Source: an optimization exercise on an open RTL-to-GDS flow (aim: small area, a short achievable clock period and few clock cycles per item). Production flows keep margins and buffers that such runs may drop. RTL that was checked went through simulation tests only; none was proved equivalent to the original.

## rev 12
==> module wildcard_byte_signature_scanner, before the edit <==
module wildcard_byte_signature_scanner (
  input  logic                           clk_i,
  input  logic                           rst_ni,
  input  logic                           cfg_we_i,
  input  logic [sbs_pkg::CfgIdxW-1:0]    cfg_index_i,
  input  logic [sbs_pkg::SigRegW-1:0]    cfg_data_i,
  input  logic                           in_valid_i,
  output logic                           in_stall_o,
  input  logic [7:0]                     data_byte_i,
  input  logic                           region_last_i,
  output logic                           out_valid_o,
  input  logic                           out_stall_i,
  output logic                           found_o,
  output logic [sbs_pkg::OffsetBits-1:0] match_offset_o
);
  logic [sbs_pkg::MaxSigLen-1:0][7:0] sig;
  logic [sbs_pkg::MaxSigLen-1:0]      wild;
  logic [5:0]                         lm1_hi;
  logic [7:0]                         lm1_lo;
  logic        take;           
  logic        in_valid_q;     
  logic [7:0]  byte_q;
  logic        last_a_q;
  logic        step;           
  logic        held_q;         
  logic        last_q;         
  logic        reported_q;     
  logic        eval;           
  logic        match_end;
  logic        hit;
  logic        produce;
  logic        stall_q;
  logic        in_valid_d;
  logic        held_d;
  logic        out_valid_d;
  logic        out_valid_q;
  logic        found_q;
  assign take = in_valid_i && !stall_q;
  assign eval = held_q && !out_valid_q;
  assign step = in_valid_q && (!held_q || eval);
  sbs_cfg u_cfg (
    .clk_i       (clk_i),
    .rst_ni      (rst_ni),
    .cfg_we_i    (cfg_we_i),
    .cfg_index_i (cfg_index_i),
    .cfg_data_i  (cfg_data_i),
    .sig_o       (sig),
    .wild_o      (wild),
    .lm1_hi_o    (lm1_hi),
    .lm1_lo_o    (lm1_lo)
  );
  sbs_match u_match (
    .clk_i    (clk_i),
    .rst_ni   (rst_ni),
    .step_i   (step),
    .byte_i   (byte_q),
    .last_i   (last_a_q),
    .sig_i    (sig),
    .wild_i   (wild),
    .lm1_hi_i (lm1_hi),
    .lm1_lo_i (lm1_lo),
    .end_o    (match_end)
  );
  logic [31:0] ofs_init;       
  logic [31:0] ofs_sat;        
  logic        sat_next;       
  logic        first_c_q;      
  logic        sat_q;          
  logic [31:0] ofs_q;
  logic        lo_ok, hi_ok;
  always_comb begin
    ofs_init = '0;
    for (int l = 1; l < 8; l++) if (lm1_lo[l]) ofs_init[2:0] = ofs_init[2:0] | 3'(8 - l);
    for (int h = 0; h < 6; h++) begin
      if (lm1_hi[h]) ofs_init[5:3] = ofs_init[5:3] | (lm1_lo[0] ? 3'((8 - h) % 8) : 3'(7 - h));
    end
    ofs_init[31:6] = {26{!(lm1_hi[0] && lm1_lo[0])}};
    ofs_sat = {26'h3ffffff, 6'd0};
    for (int l = 0; l < 8; l++) if (lm1_lo[l]) ofs_sat[2:0] = ofs_sat[2:0] | 3'((14 - l) % 8);
    for (int h = 0; h < 6; h++) begin
      if (lm1_hi[h]) ofs_sat[5:3] = ofs_sat[5:3] | (lm1_lo[7] ? 3'(6 - h) : 3'(7 - h));
    end
    lo_ok = 1'b0;
    for (int l = 0; l < 8; l++) begin
      if (lm1_lo[l] && ofs_q[2:0] == 3'((13 - l) % 8)) lo_ok = 1'b1;
    end
    hi_ok = 1'b0;
    for (int h = 0; h < 6; h++) begin
      if (lm1_hi[h] && ofs_q[5:3] == ((lm1_lo[6] || lm1_lo[7]) ? 3'(6 - h) : 3'(7 - h))) hi_ok = 1'b1;
    end
    sat_next = (&ofs_q[31:6]) && lo_ok && hi_ok;
  end
  always_ff @(posedge clk_i) begin
    if (eval) begin
      if (last_q && !hit) begin
        ofs_q <= 32'd0;
      end else if (first_c_q) begin
        ofs_q <= ofs_init;
      end else if (sat_q) begin
        ofs_q <= ofs_sat;
      end else begin
        ofs_q <= ofs_q + 32'd1;
      end
      sat_q <= !first_c_q && (sat_q || sat_next);
    end
  end
  assign hit         = match_end && !reported_q;
  assign produce     = hit || (last_q && !reported_q);
  assign in_valid_d  = take || (in_valid_q && !step);
  assign held_d      = step || (held_q && !eval);
  assign out_valid_d = eval ? produce : (out_valid_q && out_stall_i);
  always_ff @(posedge clk_i or negedge rst_ni) begin
    if (!rst_ni) begin
      in_valid_q  <= 1'b0;
      held_q      <= 1'b0;
      first_c_q   <= 1'b1;
      reported_q  <= 1'b0;
      out_valid_q <= 1'b0;
      stall_q     <= 1'b0;
    end else begin
      in_valid_q  <= in_valid_d;
      held_q      <= held_d;
      out_valid_q <= out_valid_d;
      stall_q     <= in_valid_d && held_d && out_valid_d;
      if (eval) begin
        first_c_q  <= last_q;
        reported_q <= !last_q && (reported_q || hit);
      end
    end
  end
  always_ff @(posedge clk_i) begin
    if (!stall_q) begin
      byte_q   <= data_byte_i;
      last_a_q <= region_last_i;
    end
    if (step) begin
      last_q <= last_a_q;
    end
    if (eval) begin
      found_q <= hit;
    end
  end
  assign in_stall_o     = stall_q;
  assign out_valid_o    = out_valid_q;
  assign found_o        = found_q;
  assign match_offset_o = ofs_q;
endmodule
==> flow/config.mk <==
export PLATFORM = sky130hd
export DESIGN_NAME = wildcard_byte_signature_scanner
export DESIGN_NICKNAME = wildcard_byte_signature_scanner
export VERILOG_FILES = /design/flow/design.v
export SDC_FILE = /design/flow/constraint.sdc
export NUM_CORES = 4
export LEC_CHECK = 0
export ABC_CLOCK_PERIOD_IN_PS = 2500
export CAP_MARGIN = 50
export CORE_MARGIN = 2
export CORE_UTILIZATION = 60
export CTS_CLUSTER_DIAMETER = 80
export CTS_CLUSTER_SIZE = 30
export SETUP_SLACK_MARGIN = 3.3
export SLEW_MARGIN = 50
==> flow/constraint.sdc <==
create_clock -name core_clock -period 5.5 [get_ports {clk_i}]
set_input_delay 1.1000 -clock core_clock [delete_from_list [all_inputs] [get_ports {clk_i}]]
set_output_delay 1.1000 -clock core_clock [all_outputs]
set_load 0.01 [all_outputs]
standard.sh (not shown) runs the stock make flow with config.mk's settings and CLKGATE_MAP_FILE= SYNTH_SCRIPT=/design/flow/synth_recipe.tcl, a recipe that flattens the netlist after the stock synthesis.
==> flow/flow/run.sh <==
#!/bin/bash
set -euo pipefail
export BUFFER_PORTS_ARGS="-buffer_cell sky130_fd_sc_hd__buf_2"
export CTS_ARGS="-sink_clustering_enable -repair_clock_nets -dont_use_dummy_load -sink_clustering_size 40 -sink_clustering_max_diameter 60"
bash standard.sh > standard_flow.log 2>&1
Rev 12 went all the way through the flow, and no timing, DRC or antenna check failed.
Testbench counts of rev 12, summed over its fixed seeds: cycles 52,290, bytes 52,011.
### rev 12 -> rev 13
--- a/flow/design.v
+++ b/flow/design.v
@@ -123,10 +123,6 @@
   logic [5:0]                         lm1_hi;
   logic [7:0]                         lm1_lo;
   logic        take;           
-  logic        in_valid_q;     
-  logic [7:0]  byte_q;
-  logic        last_a_q;
-  logic        step;           
   logic        held_q;         
   logic        last_q;         
   logic        reported_q;     
@@ -135,14 +131,12 @@
   logic        hit;
   logic        produce;
   logic        stall_q;
-  logic        in_valid_d;
   logic        held_d;
   logic        out_valid_d;
   logic        out_valid_q;
   logic        found_q;
   assign take = in_valid_i && !stall_q;
   assign eval = held_q && !out_valid_q;
-  assign step = in_valid_q && (!held_q || eval);
   sbs_cfg u_cfg (
     .clk_i       (clk_i),
     .rst_ni      (rst_ni),
@@ -157,9 +151,9 @@
   sbs_match u_match (
     .clk_i    (clk_i),
     .rst_ni   (rst_ni),
-    .step_i   (step),
-    .byte_i   (byte_q),
-    .last_i   (last_a_q),
+    .step_i   (take),
+    .byte_i   (data_byte_i),
+    .last_i   (region_last_i),
     .sig_i    (sig),
     .wild_i   (wild),
     .lm1_hi_i (lm1_hi),
@@ -211,22 +205,19 @@
   end
   assign hit         = match_end && !reported_q;
   assign produce     = hit || (last_q && !reported_q);
-  assign in_valid_d  = take || (in_valid_q && !step);
-  assign held_d      = step || (held_q && !eval);
+  assign held_d      = take || (held_q && !eval);
   assign out_valid_d = eval ? produce : (out_valid_q && out_stall_i);
   always_ff @(posedge clk_i or negedge rst_ni) begin
     if (!rst_ni) begin
-      in_valid_q  <= 1'b0;
       held_q      <= 1'b0;
       first_c_q   <= 1'b1;
       reported_q  <= 1'b0;
       out_valid_q <= 1'b0;
       stall_q     <= 1'b0;
     end else begin
-      in_valid_q  <= in_valid_d;
       held_q      <= held_d;
       out_valid_q <= out_valid_d;
-      stall_q     <= in_valid_d && held_d && out_valid_d;
+      stall_q     <= held_d && out_valid_d;
       if (eval) begin
         first_c_q  <= last_q;
         reported_q <= !last_q && (reported_q || hit);
@@ -234,12 +225,8 @@
     end
   end
   always_ff @(posedge clk_i) begin
-    if (!stall_q) begin
-      byte_q   <= data_byte_i;
-      last_a_q <= region_last_i;
-    end
-    if (step) begin
-      last_q <= last_a_q;
+    if (take) begin
+      last_q <= region_last_i;
     end
     if (eval) begin
       found_q <= hit;
--- outcome ---
The post-route worst setup slack number comes out lower for rev 13 vs rev 12.
Rev 13 — maximum fanout along the worst path 1 lower, rev 12 as reference
In the metrics for rev 12 and rev 13, the one carrying the higher area of placed instances is rev 12.
Largest vdd supply drop delta (rev 13 − rev 12): unfavourable
In rev 13, the cell depth of the worst setup path came out 5 below the value in rev 12.
For rev 12, the cell with the biggest individual delay on the critical path was or4_4, unlike rev 13, where it was edfxtp_1.
Rev 13 vs rev 12 on final RePlAce weighted congestion: rev 13 is the lower one.
The RTL of rev 13 was laid out without a check of its function.

==> static timing again, ports no longer ideal <==
Ports are ideal in the flow. The routed layouts listed here were re-timed in OpenROAD. Step 1 (the two cells are an assumption about what drives the block):
set clk [get_ports {clk_i}]
set_driving_cell -lib_cell sky130_fd_sc_hd__clkbuf_16 $clk
set_driving_cell -lib_cell sky130_fd_sc_hd__buf_2 [delete_from_list [all_inputs] $clk]
Step 2 moves the port delays by t, midway between the first and last clock arrival at a register: inputs arrive t later, outputs are due t later. That takes back most of the time a late clock gives input paths. Three values: ideal, step 1, step 2; two values: the first two.
run | t, ns | setup slack, ns | latest minus earliest clock arrival (ns) | cell pins on the clock port's net
rev 12 | 0.611 | 3.236 / 3.183 / 2.792 | 0.043 / 0.043 | 1
rev 13 | 0.616 | 3.224 / 3.168 / 2.698 | 0.048 / 0.048 | 1
After both steps setup and hold are still met in every run listed. The setup slack of rev 13, which loses most, moves by -0.056 ns with the drivers and by -0.526 ns with both steps.
